This design comes from an exercise in tuning for small area and a short achievable clock period on the open sky130 flow, not from production work. RTL that was checked went through simulation tests only; none was proved equivalent to the original. Power figures rest on the tool's default switching activity, not on a simulated workload.

==> flow/design.v (excerpt) <==
module bt656_rx_top
#(
   parameter int FIFO_DEPTH = 64
)
(
   input  logic        clk,
   input  logic        rstn,
   input  logic        rx_enable_i,
   input  logic        size_err_clr_i,
   input  logic [7:0]  bt656_data_i,
   output logic        m_axis_tvalid_o,
   input  logic        m_axis_tready_i,
   output logic [7:0]  m_axis_tdata_o,
   output logic        m_axis_tuser_o,
   output logic        m_axis_tlast_o,
   output logic [11:0] width_o,
   output logic [11:0] height_o,
   output logic        size_err_o,
   output logic        overflow_o,
   output logic [15:0] frame_cnt_o
);
   logic  wr_en, wr_sof, wr_eol, fifo_full;
   bt656_pkg::byte_t wr_byte;
   logic  fifo_ne, rd_req, head_sof, head_eol;
   bt656_pkg::byte_t head_byte;
   logic  hdr_valid, is_eav, vblank, field;
   bt656_pkg::byte_t tap_byte;
   bt656_header_decoder u_decoder
   (
      .clk      (clk),
      .rstn     (rstn),
      .enable_i (rx_enable_i),
  ...
Settings: LEC_CHECK=0, CAP_MARGIN=20, CORE_MARGIN=2, CORE_UTILIZATION=65, SETUP_SLACK_MARGIN=2.8, SLEW_MARGIN=20; clock period 5.5 ns.
run.sh (not shown) runs the stock make flow with config.mk's settings and CLKGATE_MAP_FILE= SYNTH_SCRIPT=/design/flow/synth_recipe.tcl, a recipe that flattens the netlist after the stock synthesis.
The first run went through all stages and came out clean.
Rerun with:
CORE_UTILIZATION = 40   (was 65)
SETUP_SLACK_MARGIN = unset   (was 2.8)
Outcome: The changed run ran to the end with no violations; utilization went down by 31 points; via count shrinks by about 4%; clock power grows by about 9%; area after synthesis is unchanged; hold slack is better by 0.016 ns.
Rerun with:
SETUP_SLACK_MARGIN = 2.8   (was unset)
Effect: The changed run completed with no timing, DRC or antenna violations. Synthesized cell count stays the same. Final cell count climbs by 2.5%. Register-to-register slack gains 1.5 ns. Total power stays flat. Utilization climbs by 1.7 points. Count of clock-buffer cells in the layout stays the same. Global-route usage climbs by 0.23 points. Critical path depth climbs by 2. Non-clock buffer count climbs by 71. Final area climbs by 3.7%. Worst setup slack gains 1.5 ns.
No run of this note included a check of the RTL's function; only the layout flow was run.

## job 6186
Another version of the RTL of bt656_rx_top (not shown whole).
Size: ~1,700 cells after synthesis.
Settings: LEC_CHECK=0, CAP_MARGIN=20, CORE_MARGIN=2, CORE_UTILIZATION=40, CTS_BUF_LIST=sky130_fd_sc_hd__clkbuf_4 sky130_fd_sc_hd__clkbuf_8, SETUP_SLACK_MARGIN=2.8, SLEW_MARGIN=20; clock period 5.5 ns.
Job 6186 completed end to end with timing, DRC and antenna clean.
diff inputs: job 6186 => job 6050
- CTS_CLUSTER_DIAMETER now 60, previously not set
- CTS_BUF_LIST no longer set, was sky130_fd_sc_hd__clkbuf_4 sky130_fd_sc_hd__clkbuf_8
- SETUP_SLACK_MARGIN now 2.9, was 2.8
- CTS_CLUSTER_SIZE now 25, previously not set
==> flow/flow/run.sh (new file) <==
#!/bin/bash
# The standard layout with two changes: clock tree synthesis adds no
# dummy loads, and the port buffers start at buf_2 (repair resizes them).
set -euo pipefail
cd "$(dirname "$0")/.."
export CTS_ARGS="-sink_clustering_enable -repair_clock_nets -dont_use_dummy_load -sink_clustering_size 16 -sink_clustering_max_diameter 45 -buf_list sky130_fd_sc_hd__clkbuf_8"
export BUFFER_PORTS_ARGS="-buffer_cell sky130_fd_sc_hd__buf_1"
bash standard.sh > standard_flow.log 2>&1
==> flow/standard.sh (new file) <==
#!/bin/bash
# synth_recipe.tcl (not shown) runs the flow's synth.tcl, then flattens the netlist and writes it again
# the make line also repeats each setting of config.mk as NAME=value (left out here)
make -C /OpenROAD-flow-scripts/flow DESIGN_CONFIG=/design/flow/config.mk WORK_HOME=/design/flow/orfs CLKGATE_MAP_FILE= SYNTH_SCRIPT=/design/flow/synth_recipe.tcl "${@:-finish}"
removed: flow/run.sh
Notes after the runs:
Relative to job 6186, smallest setup slack after layout has gone up in job 6050.
Job 6050: routed length on met1 about 0.7% below job 6186
Changes observed in job 6050 relative to job 6186: global-route usage went down by 0.46 points; power spent charging and discharging nets went down by about 20%; non-clock buffer contribution to total cell area went down by 0.29 points; clock power went down by 37%; TritonCTS buffer count went down by 37.
Going from job 6186 to job 6050, final total power shows a reduction of 1.9 mW; multi-input combinational area share went up 0.88 points.
Here is what was changed in the inputs of job 6028 compared with job 6050.
- CTS_CLUSTER_DIAMETER: 60 -> 80
- CTS_CLUSTER_SIZE: 25 -> 30
- SETUP_SLACK_MARGIN: 2.9 -> 2.8
==> flow/run.sh (new file) <==
#!/bin/bash
# synth_recipe.tcl (not shown) runs the flow's synth.tcl, then flattens the netlist and writes it again
# the make line also repeats each setting of config.mk as NAME=value (left out here)
make -C /OpenROAD-flow-scripts/flow DESIGN_CONFIG=/design/flow/config.mk WORK_HOME=/design/flow/orfs CLKGATE_MAP_FILE= SYNTH_SCRIPT=/design/flow/synth_recipe.tcl finish
removed: flow/flow/run.sh
removed: flow/standard.sh
Job 6028 did not stop at any stage, and its layout met the timing, design-rule and antenna checks.
Delta (job 6028 minus job 6050): switching power summed over all nets has remained practically unchanged; floorplan die width has remained practically unchanged; final-layout fill cell count has remained practically unchanged; switching power share of the total has decreased; portion of the clock cycle consumed by the worst path in the final layout has increased.
Summary: maximum clock frequency, job 6028 worse than job 6050
Looking at power share of the clock group, job 6028 sits 1.2 points higher than job 6050 does.
Compared job 6028 vs job 6050, and fraction of met2 tracks used by global routing is down in job 6028.
For job 6028, the critical path's slowest cell was sky130_fd_sc_hd__clkdlybuf4s15_1, unlike job 6050, where it was sky130_fd_sc_hd__and2_4.
Job 6028 — total via count in the routed design 1.6% lower, job 6050 as reference
--- input diff job 6028..job 674 ---
- CORE_UTILIZATION now 55, was 40
Results
Job 674 gives more initial core utilization than job 6028 did.
Job 6028 has higher number of placed instances with taps included than job 674.
The uppermost metal layer occupied by signal nets comes out met5 in one run and met4 in the other, namely in job 674 and job 6028 respectively.
Relative contribution of combinational cells to total power essentially unchanged between job 674 and job 6028.
Diff job 674..job 6028 | register area | negligible
Job 674 against job 6028: utilization went up by 16 points, minimum clock period dropped 0.12 ns, post-route standard cell area excluding fillers went down 1.3%.
## Diff of input files: job 7700 against job 674
- a deleted CTS_CLUSTER_SIZE that had been 30
- a deleted CTS_CLUSTER_DIAMETER that had been 80
- a change of CORE_UTILIZATION from 55 to 40
==> comparison <==
Going from job 674 to job 7700, met2 wire length grew by about 4.5%, power density over cell area grew by 43 nW/µm², instance area at placement grew by about 1.3%, count of buffers not belonging to the clock network in the layout grew by 9.1%, global-route usage shrank by 5.6 points. In the tables for job 674 and job 7700, global-route met3 utilization reads lower with job 7700. Job 7700 ended with every stage complete and zero timing, DRC or antenna violations. Arrival time of data at the critical path endpoint ends up higher on job 7700. Any difference in sequential power between job 7700 and job 674 is small enough to ignore.
No run of this note included a check of the RTL's function; only the layout flow was run.

bt656_rx_top again, from the RTL that the note above started with.
// bt656_rx_top
module bt656_rx_top
#(
   parameter int FIFO_DEPTH = 64
)
(
   input  logic        clk,
   input  logic        rstn,
   input  logic        rx_enable_i,
   input  logic        size_err_clr_i,
   input  logic [7:0]  bt656_data_i,
   output logic        m_axis_tvalid_o,
   input  logic        m_axis_tready_i,
   output logic [7:0]  m_axis_tdata_o,
   output logic        m_axis_tuser_o,
   output logic        m_axis_tlast_o,
   output logic [11:0] width_o,
   output logic [11:0] height_o,
   output logic        size_err_o,
   output logic        overflow_o,
   output logic [15:0] frame_cnt_o
);
Settings: LEC_CHECK=0, CAP_MARGIN=20, CORE_MARGIN=2, CORE_UTILIZATION=40, CTS_CLUSTER_DIAMETER=60, CTS_CLUSTER_SIZE=25, SETUP_SLACK_MARGIN=3.0, SLEW_MARGIN=20; clock period 5.5 ns.
standard.sh (not shown) runs the stock make flow with config.mk's settings and CLKGATE_MAP_FILE= SYNTH_SCRIPT=/design/flow/synth_recipe.tcl, a recipe that flattens the netlist after the stock synthesis.
==> flow/flow/run.sh <==
#!/bin/bash
# The standard layout with two changes: clock tree synthesis adds no
# dummy loads, and the port buffers start at buf_2 (repair resizes them).
set -euo pipefail
cd "$(dirname "$0")/.."
export CTS_ARGS="-sink_clustering_enable -repair_clock_nets -dont_use_dummy_load -sink_clustering_size 25 -sink_clustering_max_diameter 60"
export BUFFER_PORTS_ARGS="-buffer_cell sky130_fd_sc_hd__buf_2"
bash standard.sh > standard_flow.log 2>&1
The first run passed the timing, design-rule and antenna checks.
Change:
==> flow/flow/run.sh (replaced) <==
#!/bin/bash
# The standard layout with two changes: clock tree synthesis adds no
# dummy loads, and the port buffers start at buf_2 (repair resizes them).
set -euo pipefail
cd "$(dirname "$0")/.."
export CTS_ARGS="-sink_clustering_enable -repair_clock_nets -dont_use_dummy_load -sink_clustering_size 20 -sink_clustering_max_diameter 50 -buf_list sky130_fd_sc_hd__clkbuf_8"
export BUFFER_PORTS_ARGS="-buffer_cell sky130_fd_sc_hd__buf_1"
bash standard.sh > standard_flow.log 2>&1
After rerunning: Cell area goes down by 0.51%; die area stays the same; power shrinks by 4.6%; worst setup slack improves by 3.6 ps; routed wire length climbs by 0.69%; non-clock buffer count went up by 13; global-route usage came out higher by 0.16 points.
Change:
==> flow/run.sh (new file) <==
#!/bin/bash
# synth_recipe.tcl (not shown) runs the flow's synth.tcl, then flattens the netlist and writes it again
# the make line also repeats each setting of config.mk as NAME=value (left out here)
make -C /OpenROAD-flow-scripts/flow DESIGN_CONFIG=/design/flow/config.mk WORK_HOME=/design/flow/orfs CLKGATE_MAP_FILE= SYNTH_SCRIPT=/design/flow/synth_recipe.tcl finish
--- a/flow/config.mk
+++ b/flow/config.mk
@@ -11,4 +11,4 @@
 export CTS_CLUSTER_DIAMETER = 60
 export CTS_CLUSTER_SIZE = 25
-export SETUP_SLACK_MARGIN = 3.0
+export SETUP_SLACK_MARGIN = 3.2
 export SLEW_MARGIN = 20
removed: flow/flow/run.sh
removed: flow/standard.sh
=> Synthesized cell count is unchanged; maximum frequency is about the same; design area came out higher by 5.1%; total power came out higher by 11%; final cell count came out higher by 2.5%; sequential share of layout area came out lower by 3.2 points; global-route usage came out higher by 0.96 points; utilization came out higher by 2.2 points; wire length came out higher by 3.8%.
Change:
--- a/flow/config.mk
+++ b/flow/config.mk
@@ -9,6 +9,7 @@
 export CORE_MARGIN = 2
 export CORE_UTILIZATION = 40
+export CTS_BUF_LIST = sky130_fd_sc_hd__clkbuf_8
 export CTS_CLUSTER_DIAMETER = 60
-export CTS_CLUSTER_SIZE = 25
-export SETUP_SLACK_MARGIN = 3.2
+export CTS_CLUSTER_SIZE = 20
+export SETUP_SLACK_MARGIN = 2.8
 export SLEW_MARGIN = 20
Result:
- The changed run produced a clean layout
- sequential power is about the same
- setup slack got worse by 100 ps
- die area does not change
- via count came out lower by a few percent
- design area came out lower by a few percent
- clock power came out lower by about a fifth
- non-clock buffer count came out lower by 69
Change:
==> flow/flow/run.sh (new file) <==
#!/bin/bash
# The standard layout with two changes: clock tree synthesis adds no
# dummy loads, and the port buffers start at buf_2 (repair resizes them).
set -euo pipefail
cd "$(dirname "$0")/.."
export CTS_ARGS="-sink_clustering_enable -repair_clock_nets -dont_use_dummy_load -sink_clustering_size 18 -sink_clustering_max_diameter 45 -buf_list sky130_fd_sc_hd__clkbuf_8"
export BUFFER_PORTS_ARGS="-buffer_cell sky130_fd_sc_hd__buf_1"
bash standard.sh > standard_flow.log 2>&1
==> flow/standard.sh (new file) <==
#!/bin/bash
# synth_recipe.tcl (not shown) runs the flow's synth.tcl, then flattens the netlist and writes it again
# the make line also repeats each setting of config.mk as NAME=value (left out here)
make -C /OpenROAD-flow-scripts/flow DESIGN_CONFIG=/design/flow/config.mk WORK_HOME=/design/flow/orfs CLKGATE_MAP_FILE= SYNTH_SCRIPT=/design/flow/synth_recipe.tcl "${@:-finish}"
--- a/flow/config.mk
+++ b/flow/config.mk
@@ -8,8 +8,7 @@
 export CAP_MARGIN = 20
 export CORE_MARGIN = 2
-export CORE_UTILIZATION = 40
-export CTS_BUF_LIST = sky130_fd_sc_hd__clkbuf_8
+export CORE_UTILIZATION = 60
 export CTS_CLUSTER_DIAMETER = 60
-export CTS_CLUSTER_SIZE = 20
-export SETUP_SLACK_MARGIN = 2.8
+export CTS_CLUSTER_SIZE = 25
+export SETUP_SLACK_MARGIN = 2.9
 export SLEW_MARGIN = 20
removed: flow/run.sh
After rerunning:
- The new run passed the timing, design-rule and antenna checks
- synthesized cell count is unchanged
- die area shrinks by 33%
- sequential share of layout area increases by 1.9 points
- final cell count fell by 13%
- via count grows by 0.41%
Change:
==> flow/run.sh (new file) <==
#!/bin/bash
# synth_recipe.tcl (not shown) runs the flow's synth.tcl, then flattens the netlist and writes it again
# the make line also repeats each setting of config.mk as NAME=value (left out here)
make -C /OpenROAD-flow-scripts/flow DESIGN_CONFIG=/design/flow/config.mk WORK_HOME=/design/flow/orfs CLKGATE_MAP_FILE= SYNTH_SCRIPT=/design/flow/synth_recipe.tcl finish
--- a/flow/config.mk
+++ b/flow/config.mk
@@ -8,7 +8,7 @@
 export CAP_MARGIN = 20
 export CORE_MARGIN = 2
-export CORE_UTILIZATION = 60
+export CORE_UTILIZATION = 40
 export CTS_CLUSTER_DIAMETER = 60
 export CTS_CLUSTER_SIZE = 25
-export SETUP_SLACK_MARGIN = 2.9
+export SETUP_SLACK_MARGIN = 3.0
 export SLEW_MARGIN = 20
removed: flow/flow/run.sh
removed: flow/standard.sh
Critical path depth is unchanged.
Worst hold slack is better by 18 ps.
Clock power went up by 27%.
Function was not checked in any run of this note: the RTL went through the layout flow alone.

## run 1
Another version of the RTL of bt656_rx_top (not shown whole).
Size: about 780 flip-flops, about 28000 um^2 of cells after synthesis.
==> flow/design.v (excerpt) <==
module bt656_rx_top
#(
   parameter int FIFO_DEPTH = 64
)
(
   input  logic        clk,
   input  logic        rstn,
   input  logic        rx_enable_i,
   input  logic        size_err_clr_i,
   input  logic [7:0]  bt656_data_i,
   output logic        m_axis_tvalid_o,
   input  logic        m_axis_tready_i,
   output logic [7:0]  m_axis_tdata_o,
   output logic        m_axis_tuser_o,
   output logic        m_axis_tlast_o,
   output logic [11:0] width_o,
   output logic [11:0] height_o,
   output logic        size_err_o,
   output logic        overflow_o,
   output logic [15:0] frame_cnt_o
);
==> flow/config.mk <==
export PLATFORM = sky130hd
export DESIGN_NAME = bt656_rx_top
export DESIGN_NICKNAME = bt656_rx_top
export VERILOG_FILES = /design/flow/design.v
export SDC_FILE = /design/flow/constraint.sdc
export NUM_CORES = 4
export LEC_CHECK = 0
export CAP_MARGIN = 20
export CORE_MARGIN = 2
export CORE_UTILIZATION = 75
export CTS_CLUSTER_DIAMETER = 60
export CTS_CLUSTER_SIZE = 25
export SETUP_SLACK_MARGIN = 2.9
export SLEW_MARGIN = 20
==> flow/constraint.sdc <==
create_clock -name core_clock -period 5.5 [get_ports {clk}]
set_input_delay 1.1000 -clock core_clock [delete_from_list [all_inputs] [get_ports {clk}]]
set_output_delay 1.1000 -clock core_clock [all_outputs]
set_load 0.01 [all_outputs]
==> flow/flow/run.sh <==
#!/bin/bash
# The standard layout with three changes: clock tree synthesis adds no
# dummy loads, the port buffers start at buf_1 (repair resizes them), and
# the pins of the one input-to-output path (rx_enable_i to tvalid, tuser
# and tlast) are placed side by side.
set -euo pipefail
cd "$(dirname "$0")/.."
export CTS_ARGS="-sink_clustering_enable -repair_clock_nets -dont_use_dummy_load -sink_clustering_size 16 -sink_clustering_max_diameter 70 -buf_list sky130_fd_sc_hd__clkbuf_8"
export BUFFER_PORTS_ARGS="-buffer_cell sky130_fd_sc_hd__buf_1"
export PLACE_PINS_ARGS="-group_pins {rx_enable_i m_axis_tvalid_o m_axis_tuser_o m_axis_tlast_o}"
bash standard.sh > standard_flow.log 2>&1
Inputs modified between run 1 and run 2:
==> flow/flow/run.sh <==
#!/bin/bash
# The standard layout with two changes: clock tree synthesis adds no
# dummy loads, and the port buffers start at buf_1 (repair resizes them).
set -euo pipefail
cd "$(dirname "$0")/.."
export CTS_ARGS="-sink_clustering_enable -repair_clock_nets -dont_use_dummy_load -sink_clustering_size 16 -sink_clustering_max_diameter 70 -buf_list sky130_fd_sc_hd__clkbuf_8"
export BUFFER_PORTS_ARGS="-buffer_cell sky130_fd_sc_hd__buf_1"
bash standard.sh > standard_flow.log 2>&1
Results
- Run 2 went all the way through synthesis, placement and routing and the layout is clean on timing, DRC and antenna.
- Relative to run 1, achievable clock frequency decreased by 0.71% in run 2.
- On via count of the first global-routing pass: between run 1 and run 2, it ends up lower for run 2.
- On maximum resistive drop on vdd, run 1 beats run 2.
- Compared run 2 against run 1; power within noise.
- Against run 1 as the reference, run 2 delivers a higher design area.
- Of run 1 and run 2, run 1 shows the lower total routed wirelength, with run 2 above it.
- On final worst-path cycle share: run 2 sits above run 1.
- Part of the power in the clock network across run 1 and run 2: no real change.
- Between run 2 and run 1, it is run 2 whose cell area power density is lower, by 0.38%.
- From run 1 to run 2 the numbers moved as follows: global-route usage went down, number of clock buffers in the layout stayed essentially flat.

## port drivers added, routing unchanged
How much do the figures lean on ideal ports? The routed layouts below were timed once more, with nothing changed but the port constraints. Step 1 assumes that a clkbuf_16 drives the clock port and a buf_2 every other input. Step 2 adds t to the input delays and takes it off the output delays; t is the mean of the earliest and latest rising clock arrival at the registers after step 1. Input paths then give back, and output paths get back, about the clock's delay inside the block. Slacks: ideal / step 1 / step 2; pairs: ideal / step 1.
| run | t, ns | setup WS [ns] | slew at the worst register clock pin (ns) | cell pins on the clock port's net |
|---|---|---|---|---|
| the first run of note 1 | 0.686 | 2.658 / 2.658 / 2.408 | 0.07 / 0.07 | 1 |
| the second run of note 1 | 0.679 | 1.241 / 1.241 / 1.241 | 0.07 / 0.07 | 1 |
| the third run of note 1 | 0.674 | 2.757 / 2.757 / 2.407 | 0.07 / 0.07 | 1 |
| job 6186 | 0.765 | 2.822 / 2.767 / 2.195 | 0.07 / 0.07 | 1 |
| job 6050 | 0.699 | 2.915 / 2.813 / 2.449 | 0.10 / 0.10 | 1 |
| job 6028 | 0.641 | 2.727 / 2.662 / 2.330 | 0.11 / 0.11 | 1 |
| job 674 | 0.643 | 2.849 / 2.796 / 2.336 | 0.11 / 0.11 | 1 |
| job 7700 | 0.664 | 2.825 / 2.764 / 2.323 | 0.07 / 0.07 | 1 |
| the first run of note 3 | 0.641 | 2.916 / 2.845 / 2.445 | 0.10 / 0.10 | 1 |
| the second run of note 3 | 0.683 | 2.920 / 2.851 / 2.413 | 0.12 / 0.12 | 1 |
| the third run of note 3 | 0.666 | 2.925 / 2.850 / 2.596 | 0.10 / 0.10 | 1 |
| the fourth run of note 3 | 0.724 | 2.823 / 2.767 / 2.320 | 0.12 / 0.12 | 1 |
| the fifth run of note 3 | 0.706 | 2.913 / 2.867 / 2.539 | 0.10 / 0.10 | 1 |
| the sixth run of note 3 | 0.659 | 2.924 / 2.850 / 2.461 | 0.10 / 0.10 | 1 |
| run 1 | 0.700 | 2.909 / 2.862 / 2.603 | 0.10 / 0.10 | 1 |
| run 2 | 0.707 | 2.890 / 2.822 / 2.572 | 0.10 / 0.10 | 1 |
After both steps setup and hold are still met in every run listed. For job 6186, which loses most, drivers alone change the setup slack by -0.055 ns; drivers and shift together by -0.627 ns.
